Context: an optimization exercise on an open-source flow, tuned for small area, a short achievable clock period and few clock cycles per item. The choices shown serve that exercise and are no tape-out recipe. In this exercise RTL edits were held to simulation tests only and were not proved equivalent to the original. Power is estimated from default activity; no workload was simulated.

File: flow/design.v
`timescale 1ns / 1ps
package pwhm_pkg;
    typedef struct packed {
        logic        [2:0]  operation;
        logic        [7:0]  char_byte;
        logic signed [31:0] priority_req;
    } t_in_beat;
    typedef struct packed {
        logic [2:0] status;
        logic [2:0] entry_index;
    } t_out_beat;
    localparam logic [2:0] OP_PAT    = 3'd0;
    localparam logic [2:0] OP_COMMIT = 3'd1;
    localparam logic [2:0] OP_HOST   = 3'd2;
    localparam logic [2:0] OP_END    = 3'd3;
    localparam logic [2:0] OP_SORT   = 3'd4;
    localparam logic [2:0] ST_ADDED    = 3'd0;
    localparam logic [2:0] ST_FULL     = 3'd1;
    localparam logic [2:0] ST_TOO_LONG = 3'd2;
    localparam logic [2:0] ST_MATCH    = 3'd3;
    localparam logic [2:0] ST_NO_MATCH = 3'd4;
    localparam logic [7:0] STAR_CH  = 8'h2A;
    localparam logic [7:0] QMARK_CH = 8'h3F;
    localparam logic [7:0] STAR_CODE  = 8'h58;
    localparam logic [7:0] QMARK_CODE = 8'h59;
    function automatic logic [7:0] f_lower(input logic [7:0] c);
        logic [7:0] r;
        r = c;
        if (c >= 8'h41 && c <= 8'h5A) begin
            r = c + 8'h20;
        end
        f_lower = r;
    endfunction
endpackage
`timescale 1ns / 1ps
module priority_wildcard_host_matcher #(
    parameter int ENTRIES     = 8,
    parameter int PATTERN_LEN = 63
) (
    input  logic                i_clk,
    input  logic                i_rst_n,
    input  logic                i_in_valid,
    output logic                o_in_ready,
    input  logic [42:0]         i_in_data,
    output logic                o_out_valid,
    input  logic                i_out_ready,
    output logic [5:0]          o_out_data
);
    pwhm_pkg::t_in_beat  w_in;
    assign w_in = pwhm_pkg::t_in_beat'(i_in_data);
    localparam int E   = ENTRIES;
    localparam int P   = PATTERN_LEN;
    localparam int IW  = (E > 1) ? $clog2(E) : 1;
    localparam int CW  = $clog2(E + 1);
    localparam int LW  = $clog2(P + 1);
    localparam int NQ  = 4;                  
    localparam int WIN = 16;                 
    localparam int WB  = P - WIN;            
    localparam int LR  = P - WIN;            
    localparam int QW  = $clog2(NQ + 1);
    logic               r_v1;
    logic [2:0]         r_op1;
    logic [7:0]         r_ch1;
    logic signed [31:0] r_pr1;
    logic               r_rdy;
    logic [QW-1:0]      r_pend;              
    logic               w_acc;
    logic               w_acc_res;
    logic               w_pop;
    logic [QW-1:0]      w_pend_nx;
    logic               w_stall_nx;          
    assign o_in_ready = r_rdy;
    assign w_acc      = i_in_valid && r_rdy;
    assign w_acc_res  = w_acc && ((w_in.operation == pwhm_pkg::OP_COMMIT) ||
                                  (w_in.operation == pwhm_pkg::OP_END));
    assign w_pop      = o_out_valid && i_out_ready;
    assign w_pend_nx  = r_pend + QW'(w_acc_res) - QW'(w_pop);
    always_ff @(posedge i_clk) begin
        if (!i_rst_n) begin
            r_v1   <= 1'b0;
            r_rdy  <= 1'b1;
            r_pend <= '0;
        end else begin
            r_v1   <= w_acc;
            r_rdy  <= (w_pend_nx < QW'(NQ)) && !w_stall_nx;
            r_pend <= w_pend_nx;
        end
        r_op1 <= w_in.operation;
        r_pr1 <= w_in.priority_req;
        if (w_acc) begin
            r_ch1 <= pwhm_pkg::f_lower(w_in.char_byte);
        end
    end
    localparam logic [1:0] B_IDLE = 2'd0;
    localparam logic [1:0] B_APP  = 2'd1;    
    localparam logic [1:0] B_PASS = 2'd2;    
    logic w_pat_raw, w_pat, w_commit, w_host, w_end, w_sort;
    logic w_ch_zero;
    assign w_pat_raw = r_v1 && (r_op1 == pwhm_pkg::OP_PAT);
    assign w_commit  = r_v1 && (r_op1 == pwhm_pkg::OP_COMMIT);
    assign w_host    = r_v1 && (r_op1 == pwhm_pkg::OP_HOST);
    assign w_end     = r_v1 && (r_op1 == pwhm_pkg::OP_END);
    assign w_sort    = r_v1 && (r_op1 == pwhm_pkg::OP_SORT);
    assign w_ch_zero = (r_ch1 == 8'h00);
    logic [CW-1:0]  r_cnt;                   
    logic [E-1:0]   r_valid;                 
    logic [E-1:0]   r_slot;                  
    logic [LW-1:0]  r_blen;                  
    logic [LW-1:0]  r_slen;                  
    logic           r_ovf;
    logic           r_term;
    logic           r_pstar;                 
    logic           r_fstar;                 
    logic           r_hterm;
    logic           r_slow;                  
    logic [1:0]     r_bm;                    
    logic           r_pgo;                   
    logic           r_pdone;                 
    logic [LW-1:0]  r_g;                     
    logic           w_is_star;
    logic           w_take_c;                
    logic           w_store_c;               
    logic           w_app_c;                 
    logic [LW-1:0]  w_m;                     
    logic           w_aligned;
    logic           w_defer;
    logic           w_pat_take;
    logic           w_pat_store;
    logic           w_app;                   
    logic           w_full;
    logic           w_add;
    logic           w_step;
    logic           w_fast;
    logic           w_sstart;
    logic           w_proc;                  
    logic           w_wstep;                 
    logic           w_long;
    logic [7:0]     w_code;
    assign w_is_star   = (r_ch1 == pwhm_pkg::STAR_CH);
    assign w_take_c    = !r_term && !w_ch_zero && (r_blen < LW'(P));
    assign w_store_c   = w_take_c && !(w_is_star && r_pstar);
    assign w_app_c     = w_store_c && (|r_slot) && (r_slen >= LW'(WIN));
    assign w_m         = r_slen - LW'(WIN);
    assign w_aligned   = (r_g == w_m);
    assign w_defer     = w_pat_raw && w_app_c && !w_aligned;
    assign w_pat       = (w_pat_raw && !w_defer) || ((r_bm == B_APP) && w_aligned);
    assign w_pat_take  = w_pat && w_take_c;
    assign w_pat_store = w_pat && w_store_c;
    assign w_app       = w_pat && w_app_c;
    assign w_full      = (r_cnt >= CW'(E));
    assign w_add       = w_commit && !w_full && !r_ovf;
    assign w_step      = w_host && !r_hterm && !w_ch_zero;
    assign w_fast      = w_step && !r_slow;
    assign w_sstart    = w_step && r_slow;
    assign w_proc      = (r_bm == B_PASS) && !r_pdone && (r_pgo || (r_g == '0));
    assign w_wstep     = (r_bm == B_PASS) && r_pdone;
    assign w_long      = (r_slen > LW'(WIN));
    assign w_stall_nx  = (w_acc && (w_in.operation == pwhm_pkg::OP_HOST) &&
                          (r_slow || (w_add && w_long))) ||
                         (w_acc && (w_in.operation == pwhm_pkg::OP_PAT) &&
                          (r_slen >= LW'(WIN - 1))) ||
                         w_defer || w_sstart || (r_bm != B_IDLE);
    assign w_code      = w_is_star ? pwhm_pkg::STAR_CODE :
                         (r_ch1 == pwhm_pkg::QMARK_CH) ? pwhm_pkg::QMARK_CODE : r_ch1;
    always_ff @(posedge i_clk) begin
        if (!i_rst_n) begin
            r_cnt   <= '0;
            r_valid <= '0;
            r_slot  <= E'(1);
            r_blen  <= '0;
            r_slen  <= '0;
            r_ovf   <= 1'b0;
            r_term  <= 1'b0;
            r_pstar <= 1'b0;
            r_fstar <= 1'b0;
            r_hterm <= 1'b0;
            r_slow  <= 1'b0;
            r_bm    <= B_IDLE;
            r_pgo   <= 1'b0;
            r_pdone <= 1'b0;
            r_g     <= '0;
        end else begin
            r_g <= (r_g == LW'(LR - 1)) ? '0 : r_g + 1'b1;
            if (w_pat && !r_term) begin
                if (w_ch_zero) begin
                    r_term <= 1'b1;
                end else if (r_blen >= LW'(P)) begin
                    r_ovf <= 1'b1;
                end
            end
            if (w_pat_take) begin
                r_blen <= r_blen + 1'b1;
            end
            if (w_pat_store) begin
                r_slen  <= r_slen + 1'b1;
                r_pstar <= w_is_star;
                if (r_slen == '0) begin
                    r_fstar <= w_is_star;
                end
            end
            if (w_commit) begin
                r_blen  <= '0;
                r_slen  <= '0;
                r_ovf   <= 1'b0;
                r_term  <= 1'b0;
                r_pstar <= 1'b0;
                r_fstar <= 1'b0;
            end
            if (w_add) begin
                if (w_long) begin
                    r_slow <= 1'b1;
                end
                r_cnt   <= r_cnt + 1'b1;
                r_valid <= r_valid | r_slot;
                r_slot  <= r_slot << 1;
            end
            if (w_host && w_ch_zero) begin
                r_hterm <= 1'b1;
            end
            if (w_end) begin
                r_hterm <= 1'b0;
            end
            unique case (r_bm)
                B_IDLE: begin
                    if (w_defer) begin
                        r_bm <= B_APP;
                    end else if (w_sstart) begin
                        r_bm    <= B_PASS;
                        r_pgo   <= 1'b0;
                        r_pdone <= 1'b0;
                    end
                end
                B_APP: begin
                    if (w_aligned) begin
                        r_bm <= B_IDLE;
                    end
                end
                B_PASS: begin
                    if (w_proc) begin
                        r_pgo <= 1'b1;
                        if (r_g == LW'(LR - 1)) begin
                            r_pdone <= 1'b1;
                        end
                    end
                    if (w_wstep) begin
                        r_bm <= B_IDLE;
                    end
                end
                default: begin
                    r_bm <= B_IDLE;
                end
            endcase
        end
    end
    logic [7:0]         r_win   [E][WB:P-1];  
    logic [7:0]         r_rb    [E][LR];      
    logic [LR-1:0]      r_rr    [E];          
    logic [LW-1:0]      r_len   [E];          
    logic [P:WB]        r_reach [E];          
    logic signed [31:0] r_prio  [E];
    logic [E-1:0]       r_fs;                 
    logic [E-1:0]       r_fresh;              
    logic [E-1:0]       w_hit;
    for (genvar e = 0; e < E; e++) begin : g_ent
        logic [P-1:WB-2] w_star;             
        logic [P-1:WB-2] w_adv;              
        logic [P:WB-2]   w_r;
        logic [P:WB]     w_init;
        logic [P:WB]     w_next;
        logic [LW-1:0]   w_l;
        logic            w_new;
        logic            w_f;
        logic            w_s_sq, w_s_star, w_s_adv, w_s_in, w_s_old, w_s_new;
        logic            r_h1r, r_h1a, r_h1s, r_h2r, r_h2a;
        assign w_new = w_add && r_slot[e];
        assign w_l   = w_new ? r_slen : r_len[e];
        assign w_f   = w_new ? r_fstar : r_fs[e];
        for (genvar k = WB; k < P; k++) begin : g_pos
            logic w_sq;
            assign w_sq       = (r_win[e][k][7:1] == pwhm_pkg::STAR_CODE[7:1]);
            assign w_star[k]  = w_sq && !r_win[e][k][0];
            assign w_adv[k]   = (w_sq && r_win[e][k][0]) || (r_win[e][k] == r_ch1);
        end
        assign w_star[WB-1] = r_slow && r_h1s;
        assign w_adv[WB-1]  = r_h1a;
        assign w_adv[WB-2]  = r_h2a;
        assign w_star[WB-2] = 1'b0;
        assign w_r[WB-1]    = r_slow && r_h1r;
        assign w_r[WB-2]    = r_slow && r_h2r;
        assign w_r[P:WB]    = r_reach[e];
        for (genvar k = WB; k <= P; k++) begin : g_win
            logic w_a;
            if (k < P) begin : g_self
                assign w_a = w_r[k] && w_star[k];
            end else begin : g_noself
                assign w_a = 1'b0;
            end
            assign w_next[k] = w_a || (w_r[k-1] && (w_adv[k-1] || w_star[k-1])) ||
                               (w_star[k-1] && w_r[k-2] && w_adv[k-2]);
            assign w_init[k] = (w_l == LW'(P - k)) || (w_f && (w_l == LW'(P + 1 - k)));
        end
        assign w_s_in   = (r_g + LW'(WIN)) < r_len[e];
        assign w_s_sq   = (r_rb[e][0][7:1] == pwhm_pkg::STAR_CODE[7:1]);
        assign w_s_star = w_s_sq && !r_rb[e][0][0];
        assign w_s_adv  = (w_s_sq && r_rb[e][0][0]) || (r_rb[e][0] == r_ch1);
        assign w_s_old  = r_fresh[e] ? ((r_g == '0) || (r_fs[e] && (r_g == LW'(1))))
                                     : r_rr[e][0];
        assign w_s_new  = w_s_in && ((w_s_old && w_s_star) ||
                                     (r_h1r && (r_h1a || r_h1s)) ||
                                     (r_h1s && r_h2r && r_h2a));
        always_ff @(posedge i_clk) begin
            if (w_pat_store && r_slot[e]) begin
                for (int k = WB; k < P - 1; k++) begin
                    r_win[e][k] <= r_win[e][k+1];
                end
                r_win[e][P-1] <= w_code;
            end
            for (int k = 0; k < LR - 1; k++) begin
                r_rb[e][k] <= r_rb[e][k+1];
            end
            r_rb[e][LR-1] <= (w_app && r_slot[e]) ? r_win[e][WB] : r_rb[e][0];
            r_rr[e] <= {(w_proc ? w_s_new : r_rr[e][0]), r_rr[e][LR-1:1]};
            if (w_new) begin
                r_len[e]  <= r_slen;
                r_fs[e]   <= r_fstar;
                r_prio[e] <= r_pr1;
            end
            if (w_fast || w_wstep) begin
                r_reach[e] <= w_next;
            end else if (w_end || w_new) begin
                r_reach[e] <= w_init;
            end
            if (w_end || w_new) begin
                r_fresh[e] <= 1'b1;
            end else if (w_wstep) begin
                r_fresh[e] <= 1'b0;
            end
            if (w_sstart) begin
                r_h1r <= 1'b0;
                r_h1a <= 1'b0;
                r_h1s <= 1'b0;
                r_h2r <= 1'b0;
                r_h2a <= 1'b0;
            end else if (w_proc && w_s_in) begin
                r_h1r <= w_s_old;
                r_h1a <= w_s_adv;
                r_h1s <= w_s_star;
                r_h2r <= r_h1r;
                r_h2a <= r_h1a;
            end
        end
        assign w_hit[e] = r_valid[e] && r_reach[e][P];
    end
    logic [E-1:0] r_bef [E];
    logic [E-1:0] r_lt  [E];
    logic [E-1:0] r_eq  [E];
    for (genvar j = 0; j < E - 1; j++) begin : g_cmp
        logic w_clt, w_ceq;
        assign w_clt = (r_prio[j] < r_pr1);
        assign w_ceq = (r_prio[j] == r_pr1);
        for (genvar e = j + 1; e < E; e++) begin : g_pair
            always_ff @(posedge i_clk) begin
                if (w_add && r_slot[e]) begin
                    r_lt[j][e]  <= w_clt;
                    r_eq[j][e]  <= w_ceq;
                    r_bef[j][e] <= 1'b1;
                end else if (w_sort) begin
                    r_bef[j][e] <= r_lt[j][e] || (r_eq[j][e] && r_bef[j][e]);
                end
            end
        end
    end
    logic [E-1:0]  w_win;
    logic [IW-1:0] w_widx;
    logic          w_found;
    always_comb begin
        for (int e = 0; e < E; e++) begin
            w_win[e] = w_hit[e];
            for (int j = 0; j < E; j++) begin
                if (j < e) begin
                    if (w_hit[j] && r_bef[j][e]) w_win[e] = 1'b0;
                end else if (j > e) begin
                    if (w_hit[j] && !r_bef[e][j]) w_win[e] = 1'b0;
                end
            end
        end
        w_widx = '0;
        for (int e = 0; e < E; e++) begin
            if (w_win[e]) w_widx = w_widx | IW'(e);
        end
        w_found = |w_hit;
    end
    logic       w_push;
    logic [5:0] w_res;
    assign w_push = w_commit || w_end;
    always_comb begin
        if (w_end) begin
            w_res = w_found ? {pwhm_pkg::ST_MATCH, 3'(w_widx)} : {pwhm_pkg::ST_NO_MATCH, 3'd0};
        end else if (w_full) begin
            w_res = {pwhm_pkg::ST_FULL, 3'd0};
        end else if (r_ovf) begin
            w_res = {pwhm_pkg::ST_TOO_LONG, 3'd0};
        end else begin
            w_res = {pwhm_pkg::ST_ADDED, 3'(r_cnt)};
        end
    end
    logic [5:0]    r_q [NQ];
    logic [QW-1:0] r_qn;
    logic          r_qv;
    logic [QW-1:0] w_wpos;
    assign w_wpos = r_qn - QW'(w_pop);
    always_ff @(posedge i_clk) begin
        if (!i_rst_n) begin
            r_qn <= '0;
            r_qv <= 1'b0;
        end else begin
            r_qn <= r_qn + QW'(w_push) - QW'(w_pop);
            r_qv <= (r_qn + QW'(w_push) - QW'(w_pop)) != '0;
        end
        for (int i = 0; i < NQ; i++) begin
            if (w_push && (w_wpos == QW'(i))) begin
                r_q[i] <= w_res;
            end else if (w_pop) begin
                if (i < NQ - 1) r_q[i] <= r_q[i+1];
            end
        end
    end
    assign o_out_valid = r_qv;
    assign o_out_data  = r_q[0];
endmodule
File: flow/flow/run.sh
#!/bin/bash
# Standard ORFS layout (the standard.sh, unchanged synthesis), with timing repair aimed
# well below the clock period so that the achieved period is short.
set -euo pipefail
bash standard.sh SETUP_SLACK_MARGIN=6.5 finish > standard_flow.log 2>&1
File: flow/standard.sh
#!/bin/bash
# synth_recipe.tcl (not shown) runs the flow's synth.tcl, then flattens the netlist and writes it again
# the make line also repeats each setting of config.mk as NAME=value (left out here)
make -C /OpenROAD-flow-scripts/flow DESIGN_CONFIG=/design/flow/config.mk WORK_HOME=/design/flow/orfs CLKGATE_MAP_FILE= SYNTH_SCRIPT=/design/flow/synth_recipe.tcl "${@:-finish}"
File: flow/config.mk
export PLATFORM = sky130hd
export DESIGN_NAME = priority_wildcard_host_matcher
export DESIGN_NICKNAME = priority_wildcard_host_matcher
export VERILOG_FILES = /design/flow/design.v
export SDC_FILE = /design/flow/constraint.sdc
export NUM_CORES = 4
export LEC_CHECK = 0
export CAP_MARGIN = 20
export CORE_MARGIN = 2
export CORE_UTILIZATION = 60
export SLEW_MARGIN = 20
File: flow/constraint.sdc
create_clock -name core_clock -period 10.0 [get_ports {i_clk}]
set_input_delay 2.0000 -clock core_clock [delete_from_list [all_inputs] [get_ports {i_clk}]]
set_output_delay 2.0000 -clock core_clock [all_outputs]
set_load 0.01 [all_outputs]
==> impl_metrics.yaml, run 1 <==
outcome:
  status: "finished with violations"
  violations: "antenna violations"
die:
  coreArea_sq_um: 249000
  initial_core_util: 0.605
  die_y_um: 505
  dieArea_sq_um: 255000
  row_count: 183
  die_x_um: 505
  ioPinCount: 55
place:
  place_area_sq_um: 155000
  place_congestion: 0.887
  dp_slack_ns: 5.22
  dp_hpwl_um: 185000
  portBuffers: 54
sta:
  setup-tns-final_ns: 0
  fmax_mhz: 285
  period_share: 0.350
  relSlewSlack: 0.165
  setup_slack_ns: 6.50
  clock_skew_ns: 0.123
  min_period_ns: 3.50
  setup-violations-final: 0
  hold_viol: 0
  hold_ws_ns: 0.258
  tightest_slew_ns: 1.25
  rsz0062_at_grt: "yes"
  slew_violations: 0
setup_path:
  r2r_end: "r_reach[3][63]"
  cp-end-kind: "flop"
  max_stage_delay_ns: 0.79
  path_cells: "and4bb_2, buf_4, nand3_2, clkinv_2, o41ai_2, o21ai_0, mux2i_1"
  crit_fanout: 27
  critical_path_class: "reg2reg"
  path_buf_inv: 2
  cp.arrival_ns: 4.32
  reg2reg_from: "r_op1[2]"
  crit_family: "compound AO/OA/AOI/OAI gates"
  slowest_stage: "o41ai_2"
  critPathLaunchType: "flop"
  reg2reg_slack_ns: 6.50
  crit_start: "r_op1[2]"
  reg2reg_depth: 7
  critical_path_required_ns: 10.82
synth:
  yosysUniqueCellTypes: 86
  yosys_warnings: 11
  synth_area_per_cell_sq_um: 15.1
  async_reset_ff_frac: 0
  yosysSeqAreaShare: 0.773
  syn-num-nets: 10323
  syn_inst: 9989
  synth_seq_cells: 5080
  syn_area_sq_um: 151000
  ys.flop_type: "dfxtp_1"
  synth_edf_count: 1472
clock_network:
  clk_pin_slew_ns: 0.06
  root_buffer: "clkbuf_16"
  cts_buffer_depth: 4
  worst_skew_pair.late_latency_ns: 1.01
  clkSinkCount: 5080
  h-tree-depth: 5
  cts_buffers: 468
  cts_tree: "yes"
grt:
  grt-ovfl-total: 0
  grt.met3_usage: 0.0379
  met2_usage: 0.370
  grt_usage: 0.235
  grt_pass1_vias: 77901
  grt-busiest-layer: "met2"
  grt_max_degree: 137
  grt_pass1_wl_um: 463000
  antenna_found_initial: 24
  met1_usage: 0.331
final_layout:
  final_area_sq_um: 172000
  multi_input_area_sq_um: 32900
  fin_util: 0.691
  syn_to_final_growth_pct: 14.3
  fillers: 16810
  seq_area_sq_um: 116000
  layout.nets: 10741
  drive_above_1_share: 0.0958
routing:
  firstDrtPassIters: 8
  viasPerCell: 5.46
  drtAntennaViolNets: 1
  wl_per_cell_um: 21.6
  drtIter0Drc: 6162
  wl_um: 306000
  vias: 77298
  drc: 0
flow_run:
  drv_cap: 0
min_path:
  min_to: "r_rb[364][3]"
  hold_depth: 0
  hp-start: "r_rb[365][3]"
  hold_class: "reg2reg"
pwr:
  p_leak_nw: 64.3
  powerDensity_nw_per_um2: 237
  vdd_drop_max_v: 0.000237
-- through the flow --
step / cells / power (W)
final: 14148 / 0.0407
after global routing: 14133 / 0.0420
after CTS: 14109 / 0.0411
after detailed placement: 13210 / 0.0233
after global placement: 13210 / 0.0232
after floorplan: 9989 / 0.0228
-- cells in the final DEF (no fill, tap or decap), types with 20 or more instances in the layout --
cell type        count
clkbuf_1           102
nor4_1             125
nand2_1            300
nand3_1            167
a211oi_1            28
nor2_1             362
nor2b_1             89
xor2_1             365
bufinv_16           28
clkbuf_8           113
ha_1               282
nand2b_1            29
o21a_1              40
and3_1              79
nor4b_1             24
clkinv_2            79
nand3b_1            45
edfxtp_1          1472
o31ai_1             20
o21ai_0            250
clkdlybuf4s50_1     46
dfxtp_1           3604
inv_1              195
buf_4               74
a31oi_1             41
a21oi_1            253
nor4bb_1           117
nand4_1            243
a221oi_1            44
a22o_1              26
a22oi_1             32
mux2_1              59
mux2i_1             68
a21o_1             105
nor3_1              43
clkbuf_16          490
xnor2_1            740
a32oi_1             37
nand4b_1            33
o22ai_1             80
-- report_power, final --
part | switching [W] | total [W] | internal (W)
clock network | 0.00740 | 0.0179 | 0.0105
registers | 0.000132 | 0.0214 | 0.0212
logic | 0.000919 | 0.00151 | 0.000593
total | 0.00845 | 0.0407 | 0.0323
-- logic make-up after synthesis --
| kind of cell | share of synthesized area |
|---|---|
| AOI/OAI and AO/OA | 0.0497 |
| xor gates and xnor gates | 0.0643 |
| and+or+nand+nor | 0.0660 |
| muxes | 0.0110 |
| adders and majority gates | 0.0239 |
| buffers and inverters | 0.0123 |
| DFF | 0.773 |
-- repair_timing --
| item | 4_1_cts | 5_1_grt |
|---|---|---|
| pin swaps | 4 | 3 |
| hold buffers | 0 | 0 |
| endpoints found under the setup margin | 1396 | 814 |
| gates cloned | 21 | 5 |
| setup buffers | 13 | 18 |
| gates resized for setup | 118 | 37 |
-- registers in the layout, indices dropped and copies added (netlist names), 24 cells and up --
| name | flops |
|---|---|
| r_win | 1024 |
| r_bef | 28 |
| r_reach | 136 |
| r_lt | 28 |
| r_eq | 28 |
| r_pr1 | 32 |
| r_q | 24 |
| r_len | 48 |
| r_rb | 3008 |
| r_prio | 224 |
| r_rr | 376 |
-- synthesized netlist by cell type, types with 12 or more instances --
cell type     n  area (sq um)
a211oi_1     28           210
a21o_1      105           788
a21oi_1     253          1270
a221oi_1     47           412
a22o_1       26           228
a22oi_1      32           240
a31oi_1      41           257
a32oi_1      37           324
a41oi_1      18           158
and2_1       27           169
and3_1       80           500
buf_1        26          97.6
buf_2       131           656
clkbuf_1     85           319
dfxtp_1    3608         72200
edfxtp_1   1472         44200
ha_1        285          3570
inv_1       201           754
mux2_1       59           664
mux2_2       27           304
mux2i_1      69           691
nand2_1     309          1160
nand2b_1     29           181
nand3_1     174           871
nand3b_1     45           338
nand4_1     243          1520
nand4b_1     33           289
nor2_1      362          1360
nor2b_1      94           588
nor3_1       45           225
nor4_1      129           807
nor4b_1      24           210
nor4bb_1    119          1190
o211a_1      12           120
o211ai_1     13          97.6
o21a_1       40           300
o21ai_0     253          1270
o22ai_1      80           500
o31ai_1      21           158
xnor2_1     742          6500
xor2_1      365          3200
-- worst max-delay path by stage --
stage,endpoint,depth (start not counted)
global route,r_reach[2][60],8
finish,r_reach[3][63],7
global placement,r_reach[4][51],9
detailed placement,r_reach[4][57],9
CTS,r_reach[2][60],8
floorplan,r_rdy,11
-- per-layer routing --
metal,share of wire,wire (um)
met4,0.037,11200
met1,0.45,137000
met3,0.061,18700
met5,0.00015,47
met2,0.46,139000
-- cell type report --
cell class              instances  share of cell area
diodes                         16            0.000232
flip-flops and latches       5080               0.676
inverters                     205             0.00449
multi-input cells            4477               0.191
clock inverters               165              0.0104
clock buffers                 700              0.0817
repair buffers                175              0.0117
well taps                    3330              0.0242
Testbench counts, summed over its fixed seeds: cycles 16,055, items 16,039.
==> inputs of run 2 (changes only) <==
--- a/flow/design.v
+++ b/flow/design.v
@@ -405,26 +405,37 @@
         end
     end
+    localparam int PW = $clog2(NQ);
     logic [5:0]    r_q [NQ];
+    logic [PW-1:0] r_rd;
+    logic [PW-1:0] r_wr;
     logic [QW-1:0] r_qn;
     logic          r_qv;
-    logic [QW-1:0] w_wpos;
-    assign w_wpos = r_qn - QW'(w_pop);
+    logic [5:0]    r_out;
+    logic [PW-1:0] w_rd_nx;
+    logic [QW-1:0] w_qn_nx;
+    logic          w_bypass;
+    assign w_rd_nx  = r_rd + PW'(w_pop);
+    assign w_qn_nx  = r_qn + QW'(w_push) - QW'(w_pop);
+    assign w_bypass = (r_qn - QW'(w_pop)) == '0;
     always_ff @(posedge i_clk) begin
         if (!i_rst_n) begin
+            r_rd <= '0;
+            r_wr <= '0;
             r_qn <= '0;
             r_qv <= 1'b0;
         end else begin
-            r_qn <= r_qn + QW'(w_push) - QW'(w_pop);
-            r_qv <= (r_qn + QW'(w_push) - QW'(w_pop)) != '0;
-        end
-        for (int i = 0; i < NQ; i++) begin
-            if (w_push && (w_wpos == QW'(i))) begin
-                r_q[i] <= w_res;
-            end else if (w_pop) begin
-                if (i < NQ - 1) r_q[i] <= r_q[i+1];
+            r_rd <= w_rd_nx;
+            if (w_push) begin
+                r_wr <= r_wr + 1'b1;
             end
+            r_qn <= w_qn_nx;
+            r_qv <= w_qn_nx != '0;
+        end
+        if (w_push) begin
+            r_q[r_wr] <= w_res;
         end
+        r_out <= w_bypass ? w_res : r_q[w_rd_nx];
     end
     assign o_out_valid = r_qv;
-    assign o_out_data  = r_q[0];
+    assign o_out_data  = r_out;
 endmodule
--- a/flow/config.mk
+++ b/flow/config.mk
@@ -8,4 +8,4 @@
 export CAP_MARGIN = 20
 export CORE_MARGIN = 2
-export CORE_UTILIZATION = 60
+export CORE_UTILIZATION = 65
 export SLEW_MARGIN = 20
==> run 2 against run 1 <==
  * Now clean on timing, DRC and antenna
  * Clock-buffer cell count down 42
  * Design area down 0.92%
  * Die area down 7.7%
  * Non-clock buffer count down 26
  * Sequential power about the same
  * Register-to-register slack better by 0.06 ns
  * Critical endpoint is now o_in_ready
  * Highest routed layer unchanged
==> impl_metrics.yaml, run 2 <==
setup_path:
  path_buf_inv: 1
  critical_path_required_ns: 8.00
  path_cells: "buf_6"
  slowest_stage: "dfxtp_4"
  crit_fanout: 3
  max_stage_delay_ns: 0.36
  critical_path_class: "reg2out"
  cp-end-kind: "output port"
  crit_family: "flip-flops"
  cp.arrival_ns: 1.48
  critPathLaunchType: "flop"
final_layout:
  reg_top3: "r_rb x3008, r_win x1024, r_rr x376"
  final_cells: 13847
  drive_above_1_share: 0.0931
  syn_to_final_growth_pct: 13.4
  top_register: "r_rb"
  layout_common_cells: "3610 x dfxtp_1, 1472 x edfxtp_1, 693 x xnor2_1"
  layout.nets: 10792
  largest_reg_flops: 3008
  final_common_cell: "dfxtp_1"
synth:
  synth_most_common_cell: "dfxtp_1"
  synth_top_cell_area_share: 0.481
  synth_edf_count: 1472
  syn_inst: 10073
  syn_area_sq_um: 151000
  syn-num-nets: 10412
  yosysUniqueCellTypes: 94
  synth_area_per_cell_sq_um: 14.9
  synth_top_area_cell: "dfxtp_1"
  synth_common_cells: "3618 x dfxtp_1, 1472 x edfxtp_1, 696 x xnor2_1"
  yosysSeqAreaShare: 0.775
  synthTopCellsByArea: "dfxtp_1 48%, edfxtp_1 29%, xnor2_1 4.1%, xor2_1 2.4%, ha_1 2.4%"
  ys.flop_type: "dfxtp_1"
  async_reset_ff_frac: 0
  synth_seq_cells: 5090
  yosys_warnings: 10
routing:
  vias: 77752
  firstDrtPassIters: 8
  wl_um: 314000
  drtAntennaViolNets: 0
  drtIter0Drc: 6655
  viasPerCell: 5.62
  wl_per_cell_um: 22.7
  drc: 0
sta:
  tightest_slew_ns: 1.17
  rsz0062_at_grt: "yes"
  relSlewSlack: 0.216
  fmax_mhz: 287
  setup-violations-final: 0
  slew_violations: 0
  setup-tns-final_ns: 0
  clock_skew_ns: 0.122
  hold_viol: 0
  min_period_ns: 3.48
  period_share: 0.348
place:
  portBuffers: 54
  dp.cells: 12992
  place_congestion: 0.913
  dp_hpwl_um: 177000
clock_network:
  hold_buffers: 0
  h-tree-depth: 5
  worst_skew_pair.late_latency_ns: 1.05
  clk_pin_slew_ns: 0.07
  clkSinkCount: 5090
  cts_buffer_depth: 4
  root_buffer: "clkbuf_16"
  cts_buffers: 459
  cts_tree: "yes"
die:
  row_count: 176
  initial_core_util: 0.654
  coreArea_sq_um: 230000
  dieArea_sq_um: 235000
  die_y_um: 485
  die_x_um: 485
  ioPinCount: 55
flow_run:
  drv_cap: 0
grt:
  antenna_found_initial: 16
  grt-ovfl-total: 0
  grt_max_degree: 98
  grt_usage: 0.263
  grt_pass1_vias: 79899
  grt_pass1_wl_um: 475000
pwr:
  vdd_drop_max_v: 0.000221
  power_w: 0.0407
  p_leak_nw: 64.2
  powerDensity_nw_per_um2: 238
min_path:
  hold_class: "reg2reg"
outcome:
  status: "no timing/DRC/antenna violations"
-- run 2: logic make-up after synthesis --
family,count (synthesis),share of synthesized area
xor+xnor,1115,0.0649
compound gates,1166,0.0483
simple gates,1829,0.0654
buf+inv,450,0.0123
mux,131,0.00976
flops,5090,0.775
fa+ha+maj,292,0.0244
-- run 2: through the flow --
step	area [sq um]	hold slack (ns)	setup slack [ns]	util
after floorplan	151000	0.310	5.98	-
after CTS	170000	0.231	6.23	0.740
after global routing	171000	0.234	6.45	0.741
after detailed placement	155000	0.312	5.33	0.672
after global placement	155000	0.310	5.17	0.672
final	171000	0.232	6.52	0.741
-- run 2: cell type report --
class / count / area, sq um
Multi-Input combinational cell: 4547 / 32400
Fill cell: 13432 / 59500
Inverter: 206 / 776
Sequential cell: 5090 / 117000
Tap cell: 3026 / 3790
Antenna cell: 2 / 5.00
Clock inverter: 169 / 1920
Clock buffer: 658 / 13300
Timing Repair Buffer: 149 / 1720
-- run 2: per-layer routing --
layer  up-vias  global-route usage  wire (um)
li1      36386                   -          -
met1     38316               0.363     137000
met2      2450               0.424     148000
met3       596              0.0406      19100
met4         4              0.0983      10900
met5         -                   0         22
-- run 2: repair_timing --
action,in CTS,in global routing
pin swaps,6,1
setup endpoints to repair,1182,864
gates cloned,16,5
hold endpoints to repair,0,0
setup buffers,2,3
gates resized for setup,121,37
-- run 2: final timing paths --
path                     start             end  slack [ns]  cells after the start
setup / recovery         r_rdy      o_in_ready        6.52                      1
hold / removal    r_rb[228][4]    r_rb[227][4]        0.23                      0
setup reg to reg      r_ch1[5]  r_reach[5][58]        6.56                     10
hold reg to reg   r_rb[228][4]    r_rb[227][4]        0.23                      0
-- run 2: power breakdown --
part	internal (W)	total (W)	switching, W
registers	0.0213	0.0214	0.000139
logic	0.000628	0.00160	0.000972
clock network	0.0101	0.0177	0.00754
Testbench counts of run 2, summed over its fixed seeds: cycles 16,055, items 16,039.
==> inputs of run 3 (changes only) <==
==> flow/flow/run.sh (replaced) <==
#!/bin/bash
# Standard ORFS layout (the standard.sh, unchanged synthesis), with timing repair aimed
# well below the clock period so that the achieved period is short, and a clock tree with
# smaller leaf buffers (clkbuf_8 driving clusters of up to 16 flip-flops) in place of the
# default clkbuf_16 leaves.
set -euo pipefail
export CTS_ARGS="-sink_clustering_enable -repair_clock_nets -sink_clustering_size 16 -sink_clustering_max_diameter 60 -sink_clustering_buffer sky130_fd_sc_hd__clkbuf_8 -buf_list {sky130_fd_sc_hd__clkbuf_8 sky130_fd_sc_hd__clkbuf_16}"
bash standard.sh SETUP_SLACK_MARGIN=6.5 finish > standard_flow.log 2>&1
==> run 3 against run 2 <==
  * Non-clock buffer count grew 5
  * Global-route usage down 2.2 points
  * First-iteration DRC count decreased by 1.1%
  * Design area fell by 5.0%
  * Register-to-register slack got worse by 0.11 ns
  * Combinational power hardly changed
  * Wire length decreased by 8.3%
  * Utilization decreased by 3.7 points
  * Clock power shrank 42%
  * Clock-buffer cell count decreased by 262
  * Sequential share of layout area grew 3.6 points
  * Largest power group unchanged
==> impl_metrics.yaml, run 3 <==
synth:
  yosysUniqueCellTypes: 94
  ys.flop_type: "dfxtp_1"
  yosys_warnings: 10
  synth_top_area_cell: "dfxtp_1"
  async_reset_ff_frac: 0
  synth_seq_cells: 5090
  synth_most_common_cell: "dfxtp_1"
  synth_area_per_cell_sq_um: 14.9
  syn-num-nets: 10412
  yosysSeqAreaShare: 0.775
  syn_area_sq_um: 151000
  synth_top_cell_area_share: 0.481
  synth_edf_count: 1472
  synth_common_cells: "3618 x dfxtp_1, 1472 x edfxtp_1, 696 x xnor2_1"
  synthTopCellsByArea: "dfxtp_1 48%, edfxtp_1 29%, xnor2_1 4.1%, xor2_1 2.4%, ha_1 2.4%"
  syn_inst: 10073
place:
  portBuffers: 54
  dp_hpwl_um: 177000
  place_congestion: 0.913
grt:
  grt_pass1_vias: 75457
  grt-ovfl-total: 0
  grt_max_degree: 98
  grt_usage: 0.241
  antenna_found_initial: 16
  grt_pass1_wl_um: 437000
die:
  initial_core_util: 0.654
  dieArea_sq_um: 235000
  die_y_um: 485
  die_x_um: 485
  coreArea_sq_um: 230000
  row_count: 176
  ioPinCount: 55
routing:
  drc: 0
  vias: 76015
  drtIter0Drc: 6583
  viasPerCell: 5.62
  wl_um: 288000
  wl_per_cell_um: 21.3
  firstDrtPassIters: 8
  drtAntennaViolNets: 0
clock_network:
  root_buffer: "clkbuf_16"
  h-tree-depth: 5
  cts_tree: "yes"
  worst_skew_pair.late_latency_ns: 0.94
  cts_buffers: 378
  cts_buffer_depth: 4
  hold_buffers: 0
  clk_pin_slew_ns: 0.11
  clkSinkCount: 5090
sta:
  tightest_slew_ns: 1.15
  setup-violations-final: 0
  clock_skew_ns: 0.0695
  period_share: 0.355
  min_period_ns: 3.55
  relSlewSlack: 0.231
  slew_violations: 0
  fmax_mhz: 282
  setup-tns-final_ns: 0
  rsz0062_at_grt: "yes"
  hold_viol: 0
pwr:
  p_leak_nw: 60.4
  vdd_drop_max_v: 0.000169
  powerDensity_nw_per_um2: 205
setup_path:
  slowest_stage: "edfxtp_1"
  path_cells: "clkbuf_8, or3_4, nor4_4, buf_4, or4_4, o21a_4, buf_12, buf_12, o311ai_2, o311a_1"
  cp-end-kind: "flop"
  critPathLaunchType: "flop"
  critical_path_class: "reg2reg"
  critical_path_required_ns: 10.64
  crit_family: "buffers and inverters"
  reg2reg_slack_ns: 6.45
  crit_fanout: 40
  cp.arrival_ns: 4.19
  critPathMostFrequentCell: "buf_12"
  max_stage_delay_ns: 0.46
  path_buf_inv: 4
flow_run:
  drv_cap: 0
min_path:
  hold_class: "reg2reg"
final_layout:
  top_register: "r_rb"
  final_common_cell: "dfxtp_1"
  layout.nets: 10715
  fin_util: 0.704
  largest_reg_flops: 3008
  layout_common_cells: "3610 x dfxtp_1, 1472 x edfxtp_1, 693 x xnor2_1"
  syn_to_final_growth_pct: 7.68
  reg_top3: "r_rb x3008, r_win x1024, r_rr x376"
  drive_above_1_share: 0.0692
outcome:
  status: "no timing/DRC/antenna violations"
run 3: cell type report:
cell class | instances | area, sq um
Antenna cell | 3 | 7.51
Tap cell | 3026 | 3790
Fill cell | 15022 | 68100
Clock buffer | 396 | 6080
Clock inverter | 113 | 681
Multi-Input combinational cell | 4546 | 32400
Inverter | 206 | 776
Sequential cell | 5090 | 117000
Timing Repair Buffer | 154 | 1660
run 3: power by group:
group	internal (W)	switching (W)	total, W	leakage, nW
clock	0.00426	0.00606	0.0103	3.73
combinational	0.000610	0.000966	0.00158	14.3
sequential	0.0213	0.000136	0.0214	42.4
total	0.0261	0.00716	0.0333	60.4
run 3: logic make-up (layout without fill, tap and decap cells):
family / Yosys count / after routing / share of synthesized area
buffers and inverters: 450 / 869 / 0.0123
other: 0 / 3 / 0
AND/OR/NAND/NOR: 1829 / 1841 / 0.0654
multiplexers: 131 / 131 / 0.00976
XOR/XNOR: 1115 / 1115 / 0.0649
flip-flops: 5090 / 5090 / 0.775
adder cells (fa/ha/maj): 292 / 292 / 0.0244
AO/OA/AOI/OAI: 1166 / 1167 / 0.0483
run 3: path summary, 6_finish.rpt:
kind,from,end,cells after the start
max,r_ch1[3],r_reach[5][58],10
min,r_rb[222][1],r_rb[221][1],0
max reg2reg,r_ch1[3],r_reach[5][58],10
min reg2reg,r_rb[222][1],r_rb[221][1],0
run 3: through the flow:
stage	worst slack [ns]	cells	hold slack [ns]	instance area [sq um]	power [W]
6_report	6.45	13534	0.272	162000	0.0333
5_1_grt	6.27	13532	0.272	162000	0.0345
4_1_cts	6.41	13518	0.268	162000	0.0336
3_5_place_dp	5.33	12992	0.312	155000	0.0234
3_3_place_gp	5.17	12992	0.310	155000	0.0233
2_1_floorplan	5.98	10073	0.310	151000	0.0229
run 3: what timing repair did:
item / CTS / global route
endpoints found under the setup margin: 1108 / 835
gates cloned: 15 / 5
setup buffers: 2 / 8
pin swaps: 5 / 5
gates resized for setup: 108 / 34
run 3: per-layer routing:
metal | track usage | vias to the layer above | routed length [um]
li1 | - | 35882 | -
met1 | 0.345 | 37233 | 131000
met2 | 0.372 | 2301 | 129000
met3 | 0.0378 | 591 | 18000
met4 | 0.0931 | 8 | 10900
met5 | 0 | - | 57
==> inputs of run 4 (changes only) <==
--- a/flow/design.v
+++ b/flow/design.v
@@ -70,4 +70,5 @@
     logic [QW-1:0]      w_pend_nx;
     logic               w_stall_nx;          
+    logic               w_room;              
     assign o_in_ready = r_rdy;
     assign w_acc      = i_in_valid && r_rdy;
@@ -76,4 +77,18 @@
     assign w_pop      = o_out_valid && i_out_ready;
     assign w_pend_nx  = r_pend + QW'(w_acc_res) - QW'(w_pop);
+    always_comb begin
+        w_room = 1'b0;
+        for (int n = 0; n <= NQ; n++) begin
+            if (r_pend == QW'(n)) begin
+                if (n < NQ - 1) begin
+                    w_room = 1'b1;
+                end else if (n == NQ - 1) begin
+                    w_room = !w_acc_res || w_pop;
+                end else begin
+                    w_room = w_pop && !w_acc_res;
+                end
+            end
+        end
+    end
     always_ff @(posedge i_clk) begin
         if (!i_rst_n) begin
@@ -83,5 +98,5 @@
         end else begin
             r_v1   <= w_acc;
-            r_rdy  <= (w_pend_nx < QW'(NQ)) && !w_stall_nx;
+            r_rdy  <= w_room && !w_stall_nx;
             r_pend <= w_pend_nx;
         end
--- a/flow/flow/run.sh
+++ b/flow/flow/run.sh
@@ -3,6 +3,8 @@
 # well below the clock period so that the achieved period is short, and a clock tree with
 # smaller leaf buffers (clkbuf_8 driving clusters of up to 16 flip-flops) in place of the
-# default clkbuf_16 leaves.
+# default clkbuf_16 leaves. Ports are buffered with buf_4 (the standard flow's port buffers can
+# come out as slow delay cells that timing repair may not swap).
 set -euo pipefail
 export CTS_ARGS="-sink_clustering_enable -repair_clock_nets -sink_clustering_size 16 -sink_clustering_max_diameter 60 -sink_clustering_buffer sky130_fd_sc_hd__clkbuf_8 -buf_list {sky130_fd_sc_hd__clkbuf_8 sky130_fd_sc_hd__clkbuf_16}"
+export BUFFER_PORTS_ARGS="-buffer_cell sky130_fd_sc_hd__buf_4"
 bash standard.sh SETUP_SLACK_MARGIN=6.5 finish > standard_flow.log 2>&1
==> run 4 against run 3 <==
  * Still clean on timing, DRC and antenna
  * Die area grew 0.58%
  * Sequential share of layout area down 0.38 points
  * Area after synthesis increased by 0.58%
  * Setup slack better by 0.080 ns
  * Hold slack improved by 0.016 ns
  * Largest power group unchanged
==> impl_metrics.yaml, run 4 <==
clock_network:
  root_buffer: "clkbuf_16"
  cts_buffer_depth: 4
  h-tree-depth: 5
  clk_pin_slew_ns: 0.10
  clkSinkCount: 5090
  cts_tree: "yes"
  worst_skew_pair.late_latency_ns: 0.94
  cts_buffers: 377
grt:
  antenna_found_initial: 11
  grt_pass1_wl_um: 439000
  grt_pass1_vias: 75336
  grt_max_degree: 146
  grt_usage: 0.241
  grt-ovfl-total: 0
routing:
  wl_met1_um: 131000
  viasPerCell: 5.64
  drc: 0
  top_layer: "met4"
  wl_met3_um: 18900
  drtIter0Drc: 6479
  met2_length_um: 128000
  wl_um: 289000
  vias: 76160
  drtAntennaViolNets: 0
  firstDrtPassIters: 6
  wl_per_cell_um: 21.4
sta:
  hold_ws_ns: 0.287
  relSlewSlack: 0.197
  period_share: 0.347
  tightest_slew_ns: 1.20
  setup-violations-final: 0
  slew_violations: 0
  hold_viol: 0
  setup-tns-final_ns: 0
  min_period_ns: 3.47
  clock_skew_ns: 0.0577
  rsz0062_at_grt: "yes"
  fmax_mhz: 288
place:
  dp_hpwl_um: 182000
  portBuffers: 54
  place_area_sq_um: 155000
  place_congestion: 0.887
setup_path:
  crit_fanout: 57
  critPathMostFrequentCell: "buf_4"
  critical_path_required_ns: 10.60
  max_stage_delay_ns: 0.50
  critPathLaunchType: "flop"
  critical_path_class: "reg2reg"
  cp-end-kind: "flop"
  path_buf_inv: 4
  crit_family: "buffers and inverters"
  path_cells: "nor3b_4, buf_4, nand3_1, buf_4, inv_2, clkbuf_8, o31ai_1, a221oi_1, a41oi_1"
  slowest_stage: "dfxtp_1"
  cp.arrival_ns: 4.08
synth:
  synth_edf_count: 1472
  synth_top_cell_area_share: 0.478
  yosysUniqueCellTypes: 90
  yosysSeqAreaShare: 0.770
  synth_most_common_cell: "dfxtp_1"
  synth_seq_cells: 5090
  syn_area_sq_um: 151000
  syn_inst: 10011
  yosys_warnings: 10
  async_reset_ff_frac: 0
  synthTopCellsByArea: "dfxtp_1 48%, edfxtp_1 29%, xnor2_1 3.9%, xor2_1 2.5%, ha_1 2.4%"
  syn-num-nets: 10351
  synth_common_cells: "3618 x dfxtp_1, 1472 x edfxtp_1, 671 x xnor2_1"
  synth_area_per_cell_sq_um: 15.1
  ys.flop_type: "dfxtp_1"
  synth_top_area_cell: "dfxtp_1"
die:
  ioPinCount: 55
  row_count: 177
  coreArea_sq_um: 232000
  dieArea_sq_um: 237000
  initial_core_util: 0.652
  die_y_um: 487
  die_x_um: 487
outcome:
  status: "no timing/DRC/antenna violations"
final_layout:
  reg_top3: "r_rb x3008, r_win x1024, r_rr x376"
  fin_util: 0.702
  layout_common_cells: "3614 x dfxtp_1, 1472 x edfxtp_1, 671 x xnor2_1"
  final_area_sq_um: 163000
  drive_above_1_share: 0.0721
  final_common_cell: "dfxtp_1"
  layout.nets: 10658
  top_register: "r_rb"
  largest_reg_flops: 3008
  syn_to_final_growth_pct: 7.63
pwr:
  p_leak_nw: 60.5
  vdd_drop_max_v: 0.000149
  powerDensity_nw_per_um2: 202
min_path:
  hold_class: "reg2reg"
flow_run:
  drv_cap: 0
[run 4: cell count changes after synthesis, sizes merged, moves of 25 or more]
cell,delta
a21o,+27
a21oi,-97
a31oi,-55
and3,+30
nand2,-52
nand3b,+44
nor2,-69
o21a,+25
o21ai,-48
xnor2,-25
[run 4: kinds of logic after synthesis]
family,count (synthesis),share of synthesized area
compound gates,1102,0.0480
xor+xnor,1110,0.0642
fa+ha+maj,293,0.0243
buf+inv,467,0.0131
flops,5090,0.770
mux,152,0.0123
simple gates,1797,0.0676
[run 4: what timing repair did]
| item | 4_1_cts | 5_1_grt |
|---|---|---|
| setup endpoints to repair | 1132 | 355 |
| resized for setup | 65 | 32 |
| hold buffers | 0 | 0 |
| pin swaps | 10 | 1 |
| buffers inserted | 15 | 5 |
| cloned | 14 | 3 |
[run 4: layout make-up]
class / count / area (sq um)
Timing Repair Buffer: 163 / 1690
Sequential cell: 5090 / 117000
Antenna cell: 10 / 25.0
Clock inverter: 115 / 564
Fill cell: 15552 / 69200
Clock buffer: 404 / 6310
Tap cell: 3043 / 3810
Multi-Input combinational cell: 4466 / 33100
Inverter: 220 / 830
[run 4: metrics by stage]
stage,total power (W),setup WS (ns),instances
2_1_floorplan,0.0226,6.47,10011
3_3_place_gp,0.0229,5.51,12945
3_5_place_dp,0.0229,5.41,12945
4_1_cts,0.0332,6.48,13493
5_1_grt,0.0341,6.49,13504
6_report,0.0329,6.53,13511
[run 4: final timing paths]
path	start	to	slack [ns]	depth (start not counted)
setup / recovery	r_op1[0]	r_reach[3][52]	6.53	9
hold / removal	r_rb[310][6]	r_rb[309][6]	0.29	0
setup reg to reg	r_op1[0]	r_reach[3][52]	6.53	9
hold reg to reg	r_rb[310][6]	r_rb[309][6]	0.29	0
[run 4: power breakdown]
| group | switching [W] | total, W | internal, W |
|---|---|---|---|
| sequential | 0.000116 | 0.0213 | 0.0212 |
| clock | 0.00609 | 0.0104 | 0.00432 |
| combinational | 0.000689 | 0.00115 | 0.000456 |
| total | 0.00689 | 0.0329 | 0.0260 |
[run 4: worst reg2reg max path, delay by kind of cell (launching register included)]
kind	cells	cell delay [ns]
buf+inv	4	1.22
simple gates	2	0.76
compound gates	3	0.70
flops	1	0.50
[run 4: routing by layer]
metal | vias up | GRT usage
met2 | 2400 | 0.366
met1 | 37418 | 0.349
li1 | 35756 | -
met4 | 0 | 0.0965
met3 | 586 | 0.0389
met5 | - | 0
Testbench counts of run 4, summed over its fixed seeds: cycles 16,055, items 16,039.
==> inputs of run 5 (changes only) <==
--- a/flow/design.v
+++ b/flow/design.v
@@ -62,4 +62,8 @@
     logic [2:0]         r_op1;
     logic [7:0]         r_ch1;
+    logic               r_chz1;              
+    logic               r_hs1;               
+    logic               r_star1;             
+    logic               r_qm1;               
     logic signed [31:0] r_pr1;
     logic               r_rdy;
@@ -103,6 +107,10 @@
         r_op1 <= w_in.operation;
         r_pr1 <= w_in.priority_req;
+        r_hs1 <= (w_in.operation == pwhm_pkg::OP_HOST) && (w_in.char_byte != 8'h00);
         if (w_acc) begin
-            r_ch1 <= pwhm_pkg::f_lower(w_in.char_byte);
+            r_ch1  <= pwhm_pkg::f_lower(w_in.char_byte);
+            r_chz1 <= (w_in.char_byte == 8'h00);
+            r_star1 <= (w_in.char_byte == pwhm_pkg::STAR_CH);
+            r_qm1   <= (w_in.char_byte == pwhm_pkg::QMARK_CH);
         end
     end
@@ -117,5 +125,5 @@
     assign w_end     = r_v1 && (r_op1 == pwhm_pkg::OP_END);
     assign w_sort    = r_v1 && (r_op1 == pwhm_pkg::OP_SORT);
-    assign w_ch_zero = (r_ch1 == 8'h00);
+    assign w_ch_zero = r_chz1;
     logic [CW-1:0]  r_cnt;                   
     logic [E-1:0]   r_valid;                 
@@ -152,5 +160,5 @@
     logic           w_long;
     logic [7:0]     w_code;
-    assign w_is_star   = (r_ch1 == pwhm_pkg::STAR_CH);
+    assign w_is_star   = r_star1;
     assign w_take_c    = !r_term && !w_ch_zero && (r_blen < LW'(P));
     assign w_store_c   = w_take_c && !(w_is_star && r_pstar);
@@ -165,5 +173,5 @@
     assign w_full      = (r_cnt >= CW'(E));
     assign w_add       = w_commit && !w_full && !r_ovf;
-    assign w_step      = w_host && !r_hterm && !w_ch_zero;
+    assign w_step      = r_v1 && r_hs1 && !r_hterm;
     assign w_fast      = w_step && !r_slow;
     assign w_sstart    = w_step && r_slow;
@@ -177,5 +185,5 @@
                          w_defer || w_sstart || (r_bm != B_IDLE);
     assign w_code      = w_is_star ? pwhm_pkg::STAR_CODE :
-                         (r_ch1 == pwhm_pkg::QMARK_CH) ? pwhm_pkg::QMARK_CODE : r_ch1;
+                         r_qm1 ? pwhm_pkg::QMARK_CODE : r_ch1;
     always_ff @(posedge i_clk) begin
         if (!i_rst_n) begin
==> run 5 against run 4 <==
  * Hold slack barely moved
  * First-iteration DRC count fell by 14%
  * Cell count rose by 0.34%
  * Total power fell by 0.24%
  * Largest power group unchanged
  * Sequential power barely moved
  * Register-to-register slack improved by 0.11 ns
  * Wire length fell by 1.8%
  * Clock skew rose by 0.034 ns
  * Utilization fell by 0.11 points
==> impl_metrics.yaml, run 5 <==
clock_network:
  clk_pin_slew_ns: 0.09
  h-tree-depth: 5
  hold_buffers: 0
  worst_skew_pair.late_latency_ns: 0.93
  cts_buffers: 378
  cts_buffer_depth: 4
  cts_tree: "yes"
  root_buffer: "clkbuf_16"
  clkSinkCount: 5094
place:
  dp_hpwl_um: 176000
  place_congestion: 0.909
  dp.cells: 13003
  dp_slack_ns: 5.32
  portBuffers: 54
routing:
  viasPerCell: 5.60
  firstDrtPassIters: 6
  wl_um: 284000
  wl_per_cell_um: 20.9
  vias: 75864
  drtIter0Drc: 5563
  drtAntennaViolNets: 0
  drc: 0
sta:
  clock_skew_ns: 0.0921
  setup-violations-final: 0
  fmax_mhz: 294
  relSlewSlack: 0.163
  slew_violations: 0
  tightest_slew_ns: 1.26
  setup-tns-final_ns: 0
  setup_slack_ns: 6.60
  min_period_ns: 3.40
  hold_viol: 0
  hold_ws_ns: 0.287
  period_share: 0.340
  rsz0062_at_grt: "yes"
setup_path:
  critical_path_required_ns: 8.00
  crit_family: "flip-flops"
  path_buf_inv: 1
  cp.arrival_ns: 1.40
  reg2reg_from: "r_fstar"
  cp-end-kind: "output port"
  path_cells: "buf_4"
  critical_path_class: "reg2out"
  crit_fanout: 2
  max_stage_delay_ns: 0.37
  critPathLaunchType: "flop"
  crit_start: "r_qv"
  slowest_stage: "dfxtp_2"
flow_run:
  drv_cap: 0
final_layout:
  largest_reg_flops: 3008
  final_cells: 13557
  multi_input_area_sq_um: 33300
  layout_common_cells: "3614 x dfxtp_1, 1475 x edfxtp_1, 812 x xnor2_1"
  final_common_cell: "dfxtp_1"
  layout.nets: 10701
  fillers: 15464
  syn_to_final_growth_pct: 7.32
  top_register: "r_rb"
  seq_area_sq_um: 117000
  reg_top3: "r_rb x3008, r_win x1024, r_rr x376"
  drive_above_1_share: 0.0717
grt:
  grt-ovfl-total: 0
  antenna_found_initial: 8
  grt_usage: 0.237
  grt_max_degree: 97
  grt_pass1_wl_um: 438000
  grt_pass1_vias: 76095
synth:
  syn-num-nets: 10418
  synth_seq_cells: 5094
  yosys_warnings: 10
  syn_area_sq_um: 152000
  synth_top_cell_area_share: 0.478
  syn_inst: 10078
  async_reset_ff_frac: 0
  synthTopCellsByArea: "dfxtp_1 48%, edfxtp_1 29%, xnor2_1 4.7%, ha_1 2.4%, xor2_1 1.7%"
  synth_common_cells: "3619 x dfxtp_1, 1475 x edfxtp_1, 813 x xnor2_1"
  yosysSeqAreaShare: 0.769
  ys.flop_type: "dfxtp_1"
  synth_area_per_cell_sq_um: 15.1
  synth_top_area_cell: "dfxtp_1"
  synth_most_common_cell: "dfxtp_1"
  yosysUniqueCellTypes: 98
  synth_edf_count: 1475
min_path:
  hp-start: "r_rb[154][6]"
  hold_class: "reg2reg"
pwr:
  p_leak_nw: 60.1
  vdd_drop_max_v: 0.000167
  powerDensity_nw_per_um2: 202
die:
  dieArea_sq_um: 237000
  initial_core_util: 0.653
  coreArea_sq_um: 232000
  die_y_um: 487
  die_x_um: 487
  row_count: 177
  ioPinCount: 55
outcome:
  status: "no timing/DRC/antenna violations"
## run 5: changes by cell type after synthesis, moves of 22 or more
cell	delta
a31oi_1	+22
nor2_1	+78
xor2_1	-141
o21ai_0	+26
xnor2_1	+142
buf_4	+26
nand3_1	-33
a22oi_1	-25
a21oi_1	+41
nand4_1	+47
buf_2	-28
nand3b_1	-24
## run 5: cell families after synthesis
logic type | synth area share
compound gates | 0.0479
mux | 0.0129
buf+inv | 0.0131
fa+ha+maj | 0.0243
flops | 0.769
simple gates | 0.0682
xor+xnor | 0.0641
## run 5: per-layer routing
metal | up-vias | wire (um) | track usage
met1 | 37359 | 128000 | 0.335
met3 | 572 | 15100 | 0.0351
met2 | 2009 | 130000 | 0.376
li1 | 35920 | - | -
met5 | - | 27 | 0
met4 | 4 | 10300 | 0.0895
## run 5: worst paths after layout
check	to	slack [ns]	cells past startpoint
max reg2reg	r_reach[2][52]	6.64	6
max	o_out_valid	6.60	1
min reg2reg	r_rb[153][6]	0.29	0
min	r_rb[153][6]	0.29	0
## run 5: layout make-up
type                       count  share of cell area
tap                         3043              0.0234
sequential                  5094               0.717
clock buffer                 395              0.0374
clock inverter               131             0.00464
timing repair buffer         131             0.00822
inverter                     207             0.00483
multi-input combinational   4549               0.204
antenna                        7            0.000108
## run 5: what timing repair did
action	CTS	global route
buffers inserted	2	4
pin swaps	2	2
gates cloned	11	4
gates resized for setup	35	30
endpoints found under the setup margin	968	722
## run 5: power breakdown
| part | leakage [nW] | total, W | internal, W | switching, W |
|---|---|---|---|---|
| combinational | 13.7 | 0.00114 | 0.000452 | 0.000684 |
| clock | 3.87 | 0.0103 | 0.00429 | 0.00605 |
| sequential | 42.5 | 0.0213 | 0.0212 | 0.000110 |
| total | 60.1 | 0.0328 | 0.0260 | 0.00684 |
## run 5: metrics by stage
| step | area, sq um | power, W | util |
|---|---|---|---|
| 3_5_place_dp | 155000 | 0.0229 | 0.669 |
| 6_report | 163000 | 0.0328 | 0.701 |
| 4_1_cts | 163000 | 0.0331 | 0.700 |
| 2_1_floorplan | 152000 | 0.0226 | - |
| 3_3_place_gp | 155000 | 0.0229 | 0.669 |
| 5_1_grt | 163000 | 0.0340 | 0.701 |
Testbench counts of run 5, summed over its fixed seeds: cycles 16,055, items 16,039.
==> inputs of run 6 (changes only) <==
--- a/flow/design.v
+++ b/flow/design.v
@@ -141,9 +141,10 @@
     logic           r_pdone;                 
     logic [LW-1:0]  r_g;                     
+    logic           r_aln;                   
+    logic [LW-1:0]  w_g_nx;
     logic           w_is_star;
     logic           w_take_c;                
     logic           w_store_c;               
     logic           w_app_c;                 
-    logic [LW-1:0]  w_m;                     
     logic           w_aligned;
     logic           w_defer;
@@ -163,7 +164,7 @@
     assign w_take_c    = !r_term && !w_ch_zero && (r_blen < LW'(P));
     assign w_store_c   = w_take_c && !(w_is_star && r_pstar);
-    assign w_app_c     = w_store_c && (|r_slot) && (r_slen >= LW'(WIN));
-    assign w_m         = r_slen - LW'(WIN);
-    assign w_aligned   = (r_g == w_m);
+    assign w_app_c     = w_store_c && (|r_slot) && (r_slen[LW-1:4] != '0);
+    assign w_aligned   = r_aln;
+    assign w_g_nx      = (r_g == LW'(LR - 1)) ? '0 : r_g + 1'b1;
     assign w_defer     = w_pat_raw && w_app_c && !w_aligned;
     assign w_pat       = (w_pat_raw && !w_defer) || ((r_bm == B_APP) && w_aligned);
@@ -203,6 +204,14 @@
             r_pdone <= 1'b0;
             r_g     <= '0;
+            r_aln   <= 1'b0;
         end else begin
-            r_g <= (r_g == LW'(LR - 1)) ? '0 : r_g + 1'b1;
+            r_g <= w_g_nx;
+            if (w_commit) begin
+                r_aln <= 1'b0;
+            end else if (w_pat_store) begin
+                r_aln <= ((w_g_nx + LW'(WIN - 1)) == r_slen);
+            end else begin
+                r_aln <= ((w_g_nx + LW'(WIN)) == r_slen);
+            end
             if (w_pat && !r_term) begin
                 if (w_ch_zero) begin
==> run 6 against run 5 <==
  * Hold slack worse by 0.017 ns
  * Die area fell by 0.47%
  * Critical endpoint is now r_reach[1][57]
  * Maximum frequency fell by 1.2%
  * Clock power hardly changed
  * Wire length up 3.2%
==> impl_metrics.yaml, run 6 <==
place:
  place_congestion: 0.902
  dp_hpwl_um: 183000
  place_area_sq_um: 155000
  portBuffers: 54
clock_network:
  h-tree-depth: 5
  root_buffer: "clkbuf_16"
  worst_skew_pair.late_latency_ns: 0.95
  clkSinkCount: 5095
  cts_buffer_depth: 4
  hold_buffers: 0
  cts_tree: "yes"
  clk_pin_slew_ns: 0.10
  cts_buffers: 378
die:
  die_y_um: 486
  die_x_um: 486
  row_count: 176
  coreArea_sq_um: 231000
  dieArea_sq_um: 236000
  initial_core_util: 0.655
  ioPinCount: 55
sta:
  fmax_mhz: 291
  setup-violations-final: 0
  setup-tns-final_ns: 0
  tightest_slew_ns: 1.07
  clock_skew_ns: 0.0920
  slew_violations: 0
  period_share: 0.344
  hold_viol: 0
  relSlewSlack: 0.283
  min_period_ns: 3.44
  rsz0062_at_grt: "no"
final_layout:
  seq_area_sq_um: 117000
  top_register: "r_rb"
  drive_above_1_share: 0.0702
  final_area_sq_um: 162000
  layout_common_cells: "3615 x dfxtp_1, 1475 x edfxtp_1, 571 x xor2_1"
  syn_to_final_growth_pct: 7.34
  layout.nets: 10698
  final_common_cell: "dfxtp_1"
  reg_top3: "r_rb x3008, r_win x1024, r_rr x376"
  fillers: 14979
  multi_input_area_sq_um: 32900
  largest_reg_flops: 3008
synth:
  async_reset_ff_frac: 0
  synth_area_per_cell_sq_um: 15.0
  synth_edf_count: 1475
  syn_area_sq_um: 151000
  syn-num-nets: 10399
  synth_most_common_cell: "dfxtp_1"
  synth_top_cell_area_share: 0.480
  synth_top_area_cell: "dfxtp_1"
  synth_seq_cells: 5095
  syn_inst: 10061
  ys.flop_type: "dfxtp_1"
  synthTopCellsByArea: "dfxtp_1 48%, edfxtp_1 29%, xor2_1 3.3%, xnor2_1 3.2%, ha_1 2.4%"
  yosys_warnings: 10
  synth_common_cells: "3620 x dfxtp_1, 1475 x edfxtp_1, 571 x xor2_1"
  yosysUniqueCellTypes: 85
  yosysSeqAreaShare: 0.773
setup_path:
  max_stage_delay_ns: 1.01
  cp-end-kind: "flop"
  slowest_stage: "o21ai_0"
  cp.arrival_ns: 4.22
  crit_fanout: 29
  critical_path_class: "reg2reg"
  critical_path_required_ns: 10.78
  critPathLaunchType: "flop"
  critPathMostFrequentCell: "o21ai_0"
  path_cells: "and4bb_2, nand3_1, o21ai_0, inv_1, or3_1, o21ai_0"
pwr:
  pwr-share-clk: 0.314
  p_sw_frac: 0.214
  powerDensity_nw_per_um2: 204
  power_w: 0.0331
  p_leak_nw: 60.6
  internal_power_w: 0.0260
  power_frac_comb: 0.041
  power.switching_w: 0.00708
  pwr-share-seq: 0.645
  vdd_drop_max_v: 0.000182
routing:
  drtIter0Drc: 6119
  firstDrtPassIters: 6
  wl_um: 293000
  viasPerCell: 5.60
  wl_per_cell_um: 21.6
  drc: 0
  vias: 75742
  drtAntennaViolNets: 0
grt:
  antenna_found_initial: 25
  grt-ovfl-total: 0
  grt_usage: 0.245
  grt_pass1_vias: 75283
  grt_max_degree: 106
  grt_pass1_wl_um: 444000
outcome:
  status: "no timing/DRC/antenna violations"
flow_run:
  drv_cap: 0
min_path:
  hold_class: "reg2reg"
==> run 6: power by group through the flow <==
stage / clock [W] / combinational, W / sequential (W)
final: 0.0104 / 0.00135 / 0.0214
after global routing: 0.0114 / 0.00147 / 0.0214
after CTS: 0.0107 / 0.00135 / 0.0214
after detailed placement: 0 / 0.00134 / 0.0219
after global placement: 0 / 0.00131 / 0.0218
after floorplan: 0 / 0.000942 / 0.0218
==> run 6: final timing paths <==
path / start / to / slack [ns] / depth (start not counted)
setup / recovery: r_v1 / r_reach[1][57] / 6.56 / 6
hold / removal: r_rr[5][32] / r_rr[5][31] / 0.27 / 0
setup reg to reg: r_v1 / r_reach[1][57] / 6.56 / 6
hold reg to reg: r_rr[5][32] / r_rr[5][31] / 0.27 / 0
==> run 6: worst max-delay path: cells and delay by family (launching register included) <==
| kind | cells | cell delay (ns) |
|---|---|---|
| flip-flops | 1 | 0.47 |
| AND/OR/NAND/NOR | 3 | 1.55 |
| AO/OA/AOI/OAI | 2 | 1.11 |
| buffers and inverters | 1 | 0.12 |
==> run 6: stage by stage <==
step | utilization | cells | setup WS (ns) | hold slack, ns
3_5_place_dp | 0.673 | 12998 | 5.93 | 0.312
5_1_grt | 0.703 | 13518 | 6.48 | 0.273
4_1_cts | 0.702 | 13510 | 6.22 | 0.257
6_report | 0.703 | 13524 | 6.56 | 0.270
3_3_place_gp | 0.673 | 12998 | 6.00 | 0.310
2_1_floorplan | - | 10061 | 6.28 | 0.310
==> run 6: metal layers <==
layer  up-vias  part of all wire  track usage
li1      35720                 -            -
met1     37286              0.45        0.351
met2      2192              0.45        0.383
met3       542             0.062       0.0402
met4         2             0.030       0.0803
met5         -          0.000044            0
==> run 6: logic make-up after synthesis <==
family	share of synthesized area
AO/OA/AOI/OAI	0.0491
multiplexers	0.0107
XOR/XNOR	0.0648
adder cells (fa/ha/maj)	0.0242
AND/OR/NAND/NOR	0.0678
flip-flops	0.773
buffers and inverters	0.0100
==> run 6: layout make-up <==
cell class | instances | area share
antenna | 7 | 0.000108
clock buffer | 398 | 0.0378
clock inverter | 113 | 0.00413
inverter | 147 | 0.00347
multi-input combinational | 4600 | 0.203
sequential | 5095 | 0.720
tap | 3026 | 0.0234
timing repair buffer | 138 | 0.00751
==> run 6: timing repair <==
| action | in CTS | in global routing |
|---|---|---|
| pin swaps | 0 | 1 |
| gates cloned | 0 | 7 |
| setup endpoints to repair | 609 | 646 |
| resized for setup | 19 | 23 |
| setup buffers | 1 | 0 |
Testbench counts of run 6, summed over its fixed seeds: cycles 16,055, items 16,039.

==> what the ideal ports hide <==
The results above use ideal ports. As a check the final layouts listed here were re-extracted and re-timed, cells and wires unchanged. Step 1 sets driving cells, clkbuf_16 on the clock port and buf_2 on the other inputs (assumed; they add their load-dependent delay and slew). Step 2 adds t to the input delays and takes it off the output delays; t is the mean of the earliest and latest rising clock arrival at the registers after step 1. Input paths then give back, and output paths get back, about the clock's delay inside the block. Slacks: no drivers / after step 1 / after step 2; pairs: no drivers / after step 1.
run | t (ns) | slack for setup (ns) | hold slack, ns | slew at the worst register clock pin (ns) | worst data-port slew with drivers (ns)
run 1 | 1.057 | 6.496 / 6.414 / 5.604 | 0.258 / 0.258 / 0.258 | 0.07 / 0.07 | 0.18
run 2 | 1.071 | 6.517 / 6.415 / 5.567 | 0.232 / 0.232 / 0.232 | 0.08 / 0.08 | 0.04
run 3 | 1.003 | 6.448 / 6.448 / 5.616 | 0.272 / 0.272 / 0.272 | 0.11 / 0.11 | 0.04
run 4 | 1.014 | 6.527 / 6.439 / 6.128 | 0.287 / 0.287 / 0.287 | 0.11 / 0.11 | 0.04
run 5 | 0.979 | 6.603 / 6.511 / 6.149 | 0.287 / 0.287 / 0.287 | 0.11 / 0.11 | 0.05
run 6 | 1.016 | 6.561 / 6.485 / 6.079 | 0.270 / 0.270 / 0.270 | 0.11 / 0.11 | 0.11
The setup slack of run 2, which loses most, moves by -0.102 ns with the drivers and by -0.950 ns with both steps.
